Background: an optimization exercise with open tools, aiming at small area, a short achievable clock period and few clock cycles. Do not read the settings as production practice.
Function was checked by simulation only, so behaviour that the tests miss may differ from the original.

### design/flow/design.v
module alu_cmd_responder #(
   parameter int WIDTH = 32
) (
   input  logic             clk,
   input  logic             rst,
   input  logic             cmd_valid,
   output logic             cmd_ready,
   input  logic [3:0]       cmd_op,
   input  logic [WIDTH-1:0] cmd_p,
   input  logic [WIDTH-1:0] cmd_q,
   output logic             rsp_valid,
   input  logic             rsp_ready,
   output logic [WIDTH-1:0] rsp_result,
   output logic [1:0]       rsp_error,
   output logic             busy
);
   localparam logic [3:0] OP_NOP = 4'b0000;
   localparam logic [3:0] OP_ADD = 4'b0001;
   localparam logic [3:0] OP_MUL = 4'b0010;
   localparam logic [3:0] OP_DIV = 4'b0011;
   localparam logic [3:0] OP_SUB = 4'b0100;
   localparam logic [3:0] OP_CLR = 4'b1100;
   localparam logic [3:0] OP_POW = 4'b1111;
   localparam logic [1:0] ERR_OK  = 2'b00;
   localparam logic [1:0] ERR_OVF = 2'b01;
   localparam logic [1:0] ERR_DIV = 2'b10;
   localparam logic [1:0] ERR_ILL = 2'b11;
   localparam logic [1:0] IMM_ACC = 2'd0;
   localparam logic [1:0] IMM_ZERO = 2'd1;
   localparam logic [1:0] IMM_ONE = 2'd2;
   localparam logic [1:0] IMM_P = 2'd3;
   logic        rdy;         
   logic        bsy;         
   logic        v1;          
   logic        kAdd, kSub, kMul, kDiv, kPow, kImm;
   logic [1:0]  immSel;
   logic [1:0]  immErr;
   logic [31:0] P1;
   logic [31:0] acc;
   logic [1:0]  accErr;
   logic        accPend;     
   logic        rspV;
   logic [31:0] rspR;
   logic [1:0]  rspE;
   logic [31:0] X;           
   logic        xs;          
   logic [31:0] S;           
   logic        ovf;
   logic [2:0]  k;           
   logic [5:0]  i;           
   logic        cf;          
   logic        first;       
   logic        powFirst;    
   logic        phSq;        
   logic [2:0]  nb;          
   logic [3:0]  qs;          
   logic        done;        
   logic        last;        
   logic        accept;
   logic        pZero, pSmall, qBig;
   logic [4:0]  q5;
   logic        dAdd, dSub, dMul, dDiv, dPow, dImm;
   logic [1:0]  dSel, dErr;
   logic [2:0]  dNb;
   logic [3:0]  dQs;
   logic        dLast;
   assign accept = cmd_valid & rdy;
   assign pZero  = (cmd_p == 32'd0);
   assign pSmall = (cmd_p[31:4] == 28'd0);
   assign qBig   = |cmd_q[31:5];
   assign q5     = cmd_q[4:0];
   always_comb begin
      dAdd = 1'b0; dSub = 1'b0; dMul = 1'b0; dDiv = 1'b0; dPow = 1'b0; dImm = 1'b0;
      dSel = IMM_ACC; dErr = ERR_OK;
      case (cmd_op)
         OP_NOP: dImm = 1'b1;
         OP_ADD: dAdd = 1'b1;
         OP_SUB: dSub = 1'b1;
         OP_MUL: dMul = 1'b1;
         OP_DIV: begin
            if (pZero) begin dImm = 1'b1; dErr = ERR_DIV; end
            else dDiv = 1'b1;
         end
         OP_CLR: begin dImm = 1'b1; dSel = IMM_ZERO; end
         OP_POW: begin
            if (qBig) begin dImm = 1'b1; dErr = ERR_ILL; end
            else if (q5 == 5'd0) begin dImm = 1'b1; dSel = IMM_ONE; end
            else if (q5 == 5'd1) begin dImm = 1'b1; dSel = IMM_P; end
            else dPow = 1'b1;
         end
         default: begin dImm = 1'b1; dErr = ERR_ILL; end
      endcase
      if (q5[4])      begin dNb = 3'd4; dQs = q5[3:0]; end
      else if (q5[3]) begin dNb = 3'd3; dQs = {q5[2:0], 1'b0}; end
      else if (q5[2]) begin dNb = 3'd2; dQs = {q5[1:0], 2'b0}; end
      else            begin dNb = 3'd1; dQs = {q5[0], 3'b0}; end
      dLast = dImm | dAdd | dSub | (dMul & pSmall) | (dPow & (q5 == 5'd2) & pSmall);
   end
   logic        go;
   logic        sqMode;
   logic [31:0] mcand, mplier, sIn;
   logic [3:0]  digit;
   logic [35:0] term;
   logic [32:0] msum;
   logic        xsIn, ovfIn, mOvf;
   logic [7:0]  dnz;
   logic        restZero, restZero2;
   logic        finalMul;
   logic [32:0] asRes;
   logic        borrow;
   logic [31:0] remIn;
   logic [32:0] t1;
   logic        q1;
   logic [31:0] rem1, quo1;
   logic        sk16, sk4;
   assign go = v1 & ~accPend;
   assign sqMode = kPow & phSq & ~powFirst;
   assign mcand  = first ? ((kPow & powFirst) ? P1 : acc) : X;
   assign mplier = sqMode ? acc : P1;
   assign digit  = mplier[k*4 +: 4];
   assign term   = mcand * digit;
   assign sIn    = first ? 32'd0 : S;
   assign msum   = {1'b0, sIn} + {1'b0, term[31:0]};
   assign xsIn   = first ? 1'b0 : xs;
   assign ovfIn  = cf ? 1'b0 : ovf;
   assign mOvf   = ovfIn | msum[32] | (|term[35:32]) | (xsIn & (|digit));
   always_comb begin
      for (int j = 0; j < 8; j++) dnz[j] = |mplier[4*j +: 4];
      restZero  = ~|(dnz & (8'hFE << k));
      restZero2 = ~|(dnz & (8'hFC << k)) | (k == 3'd7);
   end
   assign finalMul = kMul | ((nb == 3'd1) & (~phSq | ~qs[3]));
   assign asRes  = {1'b0, acc} + {1'b0, P1 ^ {32{~kAdd}}} + {32'd0, ~kAdd};
   assign borrow = ~asRes[32];
   assign remIn = cf ? 32'd0 : S;
   assign t1    = {remIn, acc[31]} - {1'b0, P1};
   assign q1    = ~t1[32];
   assign rem1  = q1 ? t1[31:0] : {remIn[30:0], acc[31]};
   assign quo1  = {acc[30:0], q1};
   assign sk16  = (i > 6'd16) & (remIn[31:16] == 16'd0) & ({remIn[15:0], acc[31:16]} < P1);
   assign sk4   = (i > 6'd4) & (remIn[31:28] == 4'd0) & ({remIn[27:0], acc[31:28]} < P1);
   logic        fin;
   logic [31:0] resVal;
   logic [1:0]  resErr;
   assign fin = go & last;
   always_comb begin
      resVal = acc;
      resErr = ERR_OK;
      if (done) begin
         resVal = acc;
         resErr = (kMul | kPow) ? {1'b0, ovf} : ERR_OK;
      end else if (kImm) begin
         case (immSel)
            IMM_ACC:  resVal = acc;
            IMM_ZERO: resVal = 32'd0;
            IMM_ONE:  resVal = 32'd1;
            default:  resVal = P1;
         endcase
         resErr = immErr;
      end else if (kAdd) begin
         resVal = asRes[31:0];
         resErr = {1'b0, asRes[32]};
      end else if (kSub) begin
         resVal = asRes[31:0];
         resErr = {1'b0, borrow};
      end else if (kDiv) begin
         resVal = quo1;
      end else begin
         resVal = msum[31:0];
         resErr = {1'b0, mOvf};
      end
   end
   logic v1N, accPendN, rspVN, lastN;
   always_comb begin
      v1N = accept ? 1'b1 : (fin ? 1'b0 : v1);
      rspVN = rspV;
      accPendN = accPend;
      if (~rspV | rsp_ready) begin
         rspVN = accPend | fin;
         accPendN = 1'b0;
      end else if (fin) begin
         accPendN = 1'b1;
      end
   end
   always_ff @(posedge clk or posedge rst) begin
      if (rst) begin
         rdy     <= 1'b1;
         bsy     <= 1'b0;
         v1      <= 1'b0;
         accPend <= 1'b0;
         rspV    <= 1'b0;
         acc     <= 32'd0;
      end else begin
         rdy     <= ~v1N | (lastN & ~accPendN);
         bsy     <= v1N | rspVN | accPendN;
         v1      <= v1N;
         accPend <= accPendN;
         rspV    <= rspVN;
         if (fin) begin
            acc <= resVal;
         end else if (go & ~done) begin
            if (kMul | kPow) begin
               if (restZero) acc <= msum[31:0];
            end else if (kDiv) begin
               if (cf & borrow) acc <= 32'd0;
               else if (sk16) acc <= {acc[15:0], 16'd0};
               else if (sk4) acc <= {acc[27:0], 4'd0};
               else acc <= quo1;
            end
         end
      end
   end
   always_ff @(posedge clk) begin
      if (fin) accErr <= resErr;
      if (~rspV | rsp_ready) begin
         if (accPend) begin
            rspR <= acc;
            rspE <= accErr;
         end else begin
            rspR <= resVal;
            rspE <= resErr;
         end
      end
   end
   always_ff @(posedge clk) begin
      if (rdy) begin
         P1     <= cmd_p;
         kAdd   <= dAdd;
         kSub   <= dSub;
         kMul   <= dMul;
         kDiv   <= dDiv;
         kPow   <= dPow;
         kImm   <= dImm;
         immSel <= dSel;
         immErr <= dErr;
      end
   end
   always_ff @(posedge clk) begin
      last <= lastN;
      if (accept) begin
         cf       <= 1'b1;
         first    <= 1'b1;
         k        <= 3'd0;
         i        <= 6'd32;
         done     <= 1'b0;
         powFirst <= dPow;
         phSq     <= 1'b1;
         nb       <= dNb;
         qs       <= dQs;
      end else if (go & ~fin) begin
         cf <= 1'b0;
         if (kMul | kPow) begin
            S     <= msum[31:0];
            X     <= {mcand[27:0], 4'd0};
            xs    <= xsIn | (|mcand[31:28]);
            ovf   <= mOvf;
            k     <= k + 3'd1;
            first <= 1'b0;
            if (restZero) begin
               first    <= 1'b1;
               k        <= 3'd0;
               powFirst <= 1'b0;
               if (finalMul) begin
                  done <= 1'b1;
               end else begin
                  if (phSq & qs[3]) begin
                     phSq <= 1'b0;
                  end else begin
                     phSq <= 1'b1;
                     nb   <= nb - 3'd1;
                     qs   <= {qs[2:0], 1'b0};
                  end
               end
            end
         end else begin
            if (cf & borrow) begin
               done <= 1'b1;
            end else if (sk16) begin
               S    <= {remIn[15:0], acc[31:16]};
               i    <= i - 6'd16;
            end else if (sk4) begin
               S    <= {remIn[27:0], acc[31:28]};
               i    <= i - 6'd4;
            end else begin
               S    <= rem1;
               i    <= i - 6'd1;
            end
         end
      end
   end
   always_comb begin
      lastN = last;
      if (accept) lastN = dLast;
      else if (go & ~fin) begin
         if (kMul | kPow) begin
            lastN = finalMul & restZero2;
            if (restZero) begin
               if (finalMul) lastN = 1'b1;
               else if (phSq & qs[3]) lastN = (nb == 3'd1) & (P1[31:4] == 28'd0);
               else lastN = 1'b0;
            end
         end else begin
            if (cf & borrow) lastN = 1'b1;
            else if (sk16) lastN = (i == 6'd17);
            else if (sk4) lastN = (i == 6'd5);
            else lastN = (i == 6'd2);
         end
      end
   end
   assign cmd_ready  = rdy;
   assign busy       = bsy;
   assign rsp_valid  = rspV;
   assign rsp_result = rspR;
   assign rsp_error  = rspE;
endmodule
### design/flow/run.sh
#!/bin/bash
# synth_recipe.tcl (not shown) runs the flow's synth.tcl, then flattens the netlist and writes it again
# the make line also repeats each setting of config.mk as NAME=value (left out here)
make -C /OpenROAD-flow-scripts/flow DESIGN_CONFIG=/design/flow/config.mk WORK_HOME=/design/flow/orfs CLKGATE_MAP_FILE= SYNTH_SCRIPT=/design/flow/synth_recipe.tcl finish
### design/flow/config.mk
export PLATFORM = sky130hd
export DESIGN_NAME = alu_cmd_responder
export DESIGN_NICKNAME = alu_cmd_responder
export VERILOG_FILES = /design/flow/design.v
export SDC_FILE = /design/flow/constraint.sdc
export NUM_CORES = 4
export LEC_CHECK = 0
export ABC_CLOCK_PERIOD_IN_PS = 3000
export CAP_MARGIN = 20
export CORE_MARGIN = 2
export CORE_UTILIZATION = 40
export PLACE_DENSITY = 0.6
export SETUP_SLACK_MARGIN = 5
export SLEW_MARGIN = 20
### design/flow/constraint.sdc
create_clock -name core_clock -period 11.0 [get_ports {clk}]
set_input_delay 2.2000 -clock core_clock [delete_from_list [all_inputs] [get_ports {clk}]]
set_output_delay 2.2000 -clock core_clock [all_outputs]
set_load 0.01 [all_outputs]
==> impl_metrics.py, run 1 <==
metrics = {
    "clock_tree": {
        "clkLatencyLatePin_ps": 530,
        "cts_tree": "done",
        "postCtsHoldBufs": 0,
        "root_buffer": "clkbuf_16",
        "cts_inserted_buffers": 17,
        "htree_levels": 4,
        "cts.sink_count": 199,
        "clock_path_buffers": 2,
        "clk_pin_slew_worst_paths_ps": 90,
    },
    "floorplanning": {
        "design.core.area_sq_mm": 0.0590,
        "die_w_microns": 249,
        "ios": 109,
        "fp.dieH_microns": 249,
        "rows": 89,
        "die-area_sq_mm": 0.0618,
        "initial_utilization_pct": 40.5,
    },
    "setup_path": {
        "path_common_cell": "a21o_1",
        "path_buf_inv": 2,
        "r2r-start": "P1[12]",
        "cp_max_fo": 26,
        "critPathMaxStageDelay_ps": 960,
        "cp_top_family": "compound AO/OA/AOI/OAI gates",
        "critPathKind": "reg2reg",
        "cp_slowest_cell": "edfxtp_1",
        "worstPathRequired_ps": 11350,
        "crit_start": "P1[12]",
        "cp.arrival_ps": 7880,
        "worstSetupEndpointType": "flip-flop",
        "start_kind": "flip-flop",
    },
    "synthesis": {
        "synth_seq_cells": 199,
        "synth_enable_flop_cells": 148,
        "syn-num-nets": 3299,
        "synth_top_area_cell": "edfxtp_1",
        "ys.flop_type": "edfxtp_1",
        "syn-cell-area_sq_mm": 0.0239,
        "synth-seq-area-share_pct": 23.6,
        "syn_avg_cell_area_sq_um": 8.10,
        "synth_cells": 2953,
        "synth.most_common_cell": "nor2_1",
        "ys_types": 102,
        "async_flop_share_pct": 18.6,
        "yosys-top-cells-count": "nor2_1 (277), nand2_1 (272), inv_1 (236)",
        "synth.top_cells.by_area": "edfxtp_1 (19%), ha_1 (11%), fa_1 (5.3%)",
        "yosys_warnings": 1,
        "yosysTopAreaCellShare_pct": 18.6,
    },
    "timing": {
        "rsz0062_at_grt": "true",
        "period_share_pct": 68.4,
        "whs_ps": 534,
        "drv_slew": 0,
        "fmax_mhz": 133,
        "worstMarginPinSlew_ps": 1110,
        "final_hold_viol_count": 0,
        "min_period_ps": 7530,
        "clock_skew_ps": 13.2,
        "setup_tns_ps": 0,
        "finalSetupViolCount": 0,
        "slew_headroom_pct": 25.9,
        "setup_slack_ps": 3470,
    },
    "detailed_routing": {
        "route.vias.total": 25700,
        "detail-route-antenna-nets": 0,
        "drt-pass1-iter-count": 7,
        "drt_iter0_drc": 3208,
        "routed_wl_mm": 113,
        "drc": 0,
        "post_drt_wl_per_cell_microns": 28.6,
        "via_per_inst": 6.51,
    },
    "hold_path": {
        "hp-class": "reg2reg",
        "min_from": "qs[0]",
    },
    "layout": {
        "drive_above_1_share_pct": 19.8,
        "instances_no_fill": 3950,
        "layout.nets": 3504,
        "syn2layout_area_growth_pct": 26.5,
        "fin_area_sq_mm": 0.0303,
        "utilization_pct": 51.3,
    },
    "global_route": {
        "grt_pass1_vias": 24200,
        "globalRoute.totalOverflow": 0,
        "antenna_found_initial": 6,
        "grt.total_usage_pct": 35.1,
        "grt_max_degree": 88,
        "grt_pass1_wl_mm": 162,
    },
    "place": {
        "numPortBuffers": 108,
        "dp_slack_ps": 1640,
        "dp.cells": 3732,
        "hpwl_mm": 79.6,
        "gp_congestion": 1.06,
        "dpl_cell_area_sq_mm": 0.0261,
    },
    "run": {
        "max_cap_violations": 0,
    },
    "status": {
        "status": "timing/DRC/antenna clean",
    },
}
layer usage:
metal / part of all wire, % / vias up / track usage (%)
li1: - / 11100 / -
met1: 37 / 12500 / 43.9
met2: 42 / 1619 / 51.7
met3: 13 / 458 / 11.9
met4: 7.8 / 8 / 21.9
met5: 0.083 / - / 0
cells by family after synthesis:
group / Yosys count / synth area share, %
adder cells (fa/ha/maj): 274 / 16.3
buffers and inverters: 416 / 6.72
XOR/XNOR: 136 / 4.98
AND/OR/NAND/NOR: 965 / 19.3
flip-flops: 199 / 23.6
AO/OA/AOI/OAI: 871 / 24.4
multiplexers: 92 / 4.72
worst min-delay path, cell delays in order, from the launching register on:
cell and delay (ps):
edfxtp_1 330, nand2_1 40, o21ai_0 60
layout by cell type (no fill, tap or decap), types with 27 or more instances in the layout:
cell type        synthesis  routed
nand2_1                272     261
fa_1                    63      60
inv_1                  236     224
nor4_1                  36      36
nand2b_1                46      37
o211ai_1                64      64
nor2_1                 277     248
nand3_1                 69      61
dfrtp_1                 36      34
a21o_1                  90      89
a21oi_2                  0      28
nand4_1                 27      27
nor2b_1                 72      71
xnor2_1                100      82
buf_4                    2     179
edfxtp_1               148     148
clkdlybuf4s50_1          0     108
o21ai_1                  8      31
buf_6                    2      59
a31oi_1                 41      36
mux2i_1                 69      66
ha_1                   211     178
a21oi_1                217     180
nor3_1                  46      43
o21ai_0                163     114
registers in the layout (all words and copies together) (netlist names), 2 cells and up:
| signal | cells |
|---|---|
| immErr | 2 |
| rspE | 2 |
| qs | 4 |
| accErr | 2 |
| X | 28 |
| immSel | 2 |
| P1 | 32 |
| nb | 3 |
| S | 32 |
| k | 3 |
| rspR | 32 |
| acc | 32 |
| i | 6 |
what timing repair did:
item,4_1_cts,5_1_grt
endpoints found under the hold margin,0,0
resized for setup,257,176
pin swaps,94,128
endpoints found under the setup margin,89,81
setup buffers,105,70
gates cloned,5,0
final timing paths:
| kind | to | slack [ps] | cells past startpoint |
|---|---|---|---|
| worst max-delay path | rspR[31] | 3470 | 26 |
| worst min-delay path | qs[1] | 530 | 2 |
| worst max register to register | rspR[31] | 3470 | 26 |
| worst min register to register | qs[1] | 530 | 2 |
| max in group asynchronous | acc[2] | 8370 | 3 |
| min in group asynchronous | acc[22] | 2130 | 3 |
area by class of cell:
cell class,count,area (sq um)
diodes,6,15.0
clock buffers,17,425
clock inverters,15,233
fillers,5482,28800
inverters,239,903
multi-input cells,2342,18700
flip-flops and latches,199,5670
well taps,773,967
repair buffers,359,3340
Testbench counts, summed over its fixed seeds: cycles 16,233.
==> run 2: changes to the inputs <==
--- a/design/flow/config.mk
+++ b/design/flow/config.mk
@@ -7,3 +7,2 @@
 export LEC_CHECK = 0
-export ABC_CLOCK_PERIOD_IN_PS = 3000
 export CAP_MARGIN = 20
@@ -12,3 +11,2 @@
 export PLACE_DENSITY = 0.6
-export SETUP_SLACK_MARGIN = 5
 export SLEW_MARGIN = 20
==> run 2 against run 1 <==
Net effect: synthesized cell count is the same; largest cell class unchanged; area after synthesis is the same; critical path depth grew 2; via count shrank 4.8%; flip-flop and latch count is the same; die area is the same.
==> impl_metrics.py, run 2 <==
metrics = {
    "place": {
        "numPortBuffers": 108,
        "gp_congestion": 1.10,
        "hpwl_mm": 81.3,
        "dp.cells": 3730,
    },
    "hold_path": {
        "hp-class": "reg2reg",
    },
    "synthesis": {
        "synth.top_cells.by_area": "edfxtp_1 (19%), ha_1 (11%), fa_1 (5.3%)",
        "syn_avg_cell_area_sq_um": 8.10,
        "synth_top_area_cell": "edfxtp_1",
        "synth-seq-area-share_pct": 23.6,
        "async_flop_share_pct": 18.6,
        "ys_types": 102,
        "syn-cell-area_sq_mm": 0.0239,
        "synth.most_common_cell": "nor2_1",
        "synth_enable_flop_cells": 148,
        "synth_cells": 2953,
        "syn-num-nets": 3299,
        "yosys-top-cells-count": "nor2_1 (277), nand2_1 (272), inv_1 (236)",
        "yosys_warnings": 1,
        "ys.flop_type": "edfxtp_1",
        "synth_seq_cells": 199,
        "yosysTopAreaCellShare_pct": 18.6,
    },
    "global_route": {
        "globalRoute.totalOverflow": 0,
        "antenna_found_initial": 7,
        "grt_pass1_vias": 23100,
        "grt.total_usage_pct": 34.5,
        "grt_pass1_wl_mm": 158,
        "grt_max_degree": 85,
    },
    "floorplanning": {
        "ios": 109,
        "die-area_sq_mm": 0.0618,
        "design.core.area_sq_mm": 0.0590,
        "die_w_microns": 249,
        "fp.dieH_microns": 249,
        "rows": 89,
        "initial_utilization_pct": 40.5,
    },
    "clock_tree": {
        "cts.sink_count": 199,
        "cts_inserted_buffers": 17,
        "postCtsHoldBufs": 0,
        "clkLatencyLatePin_ps": 530,
        "cts_tree": "done",
        "clk_pin_slew_worst_paths_ps": 100,
        "post_cts_buffers": 0,
        "cts_resized": 0,
        "root_buffer": "clkbuf_16",
        "htree_levels": 4,
        "clock_path_buffers": 2,
    },
    "layout": {
        "nFillCells": 5900,
        "instances_no_fill": 3764,
        "final_cell_mix": "nor2_1 (274), nand2_1 (272), inv_1 (235)",
        "syn2layout_area_growth_pct": 10.9,
        "multi_input_area_sq_mm": 0.0167,
        "utilization_pct": 44.9,
        "drive_above_1_share_pct": 6.05,
        "seq_area_sq_mm": 0.00565,
        "layout.nets": 3323,
        "final_common_cell": "nor2_1",
    },
    "detailed_routing": {
        "drt_iter0_drc": 2701,
        "via_per_inst": 6.50,
        "routed_wl_mm": 109,
        "route.vias.total": 24500,
        "drt-pass1-iter-count": 6,
        "detail-route-antenna-nets": 0,
        "post_drt_wl_per_cell_microns": 29.1,
        "drc": 0,
    },
    "status": {
        "status": "timing/DRC/antenna clean",
    },
    "timing": {
        "slew_headroom_pct": 20.7,
        "rsz0062_at_grt": "false",
        "period_share_pct": 84.4,
        "worstMarginPinSlew_ps": 1180,
        "setup_tns_ps": 0,
        "fmax_mhz": 108,
        "final_hold_viol_count": 0,
        "drv_slew": 0,
        "finalSetupViolCount": 0,
        "clock_skew_ps": 22.3,
        "min_period_ps": 9280,
    },
    "setup_path": {
        "worstSetupEndpointType": "flip-flop",
        "cp.arrival_ps": 9680,
        "rrSetupSlack_ps": 1720,
        "path_common_cell": "a21oi_1",
        "cp_max_fo": 27,
        "worstPathRequired_ps": 11400,
        "cp_slowest_cell": "dfxtp_1",
        "critPathMaxStageDelay_ps": 880,
        "start_kind": "flip-flop",
        "critPathKind": "reg2reg",
    },
    "run": {
        "max_cap_violations": 0,
    },
}
==> run 2: cell counts after synthesis <==
No cell type changed its count.
==> run 2: cells by family after synthesis <==
kind of cell	synth area share, %
buffers and inverters	6.72
AOI/OAI and AO/OA	24.4
adders and majority gates	16.3
xor gates and xnor gates	4.98
and+or+nand+nor	19.3
DFF	23.6
muxes	4.72
==> run 2: area by class of cell <==
cell class | instances | share of cell area (%)
inverters | 239 | 3.38
multi-input cells | 2338 | 63.0
clock inverters | 15 | 0.816
clock buffers | 17 | 1.60
flip-flops and latches | 199 | 21.3
diodes | 1 | 0.00943
well taps | 773 | 3.65
repair buffers | 182 | 6.18
==> run 2: worst max-delay path: cells and delay by family (launching register included) <==
family                   cells  cell delay, ps
AO/OA/AOI/OAI               15            3660
XOR/XNOR                     2             910
adder cells (fa/ha/maj)      4            1750
multiplexers                 1             490
flip-flops                   1             880
AND/OR/NAND/NOR              3             960
buffers and inverters        3             490
==> run 2: layer usage <==
metal,GRT usage [%],wire length [microns]
met5,0,74
met2,51.9,46900
met1,42.9,41900
met3,11.3,13100
met4,20.7,7510
==> run 2: worst paths after layout <==
check / cells past startpoint / from / to
max in group asynchronous: 3 / rst / bsy
min: 1 / first / first
min in group asynchronous: 3 / rst / acc[26]
min reg2reg: 1 / first / first
max reg2reg: 28 / k[0] / acc[30]
max: 28 / k[0] / acc[30]
==> run 2: per-stage QoR <==
stage	setup slack, ps	instance area, sq um	hold slack [ps]
5_1_grt	1240	26500	517
3_3_place_gp	1900	25900	473
4_1_cts	1460	26500	495
6_report	1720	26500	490
3_5_place_dp	1570	25900	474
2_1_floorplan	3490	23900	475

static timing again, ports no longer ideal:
No port has a modelled driver above. Below, the same layouts with a new extraction and two added sets of constraints.
Step 1 assumes that a clkbuf_16 drives the clock port and a buf_2 every other input.
Step 2 times the ports against the registers' clock, not the clock port: input delays grow and output delays shrink by t, the midpoint of the rising clock arrivals with the driver on.
a / b / c = ideal / step 1 / step 2; a / b = the first two.
run | shift t [ns] | slack for setup (ns) | worst data-port slew with drivers (ns) | cell pins on the clock port's net
run 1 | 0.583 | 3.471 / 3.471 / 3.471 | 0.06 | 1
run 2 | 0.573 | 1.719 / 1.719 / 1.719 | 0.07 | 1
After both steps setup and hold are still met in every run listed.
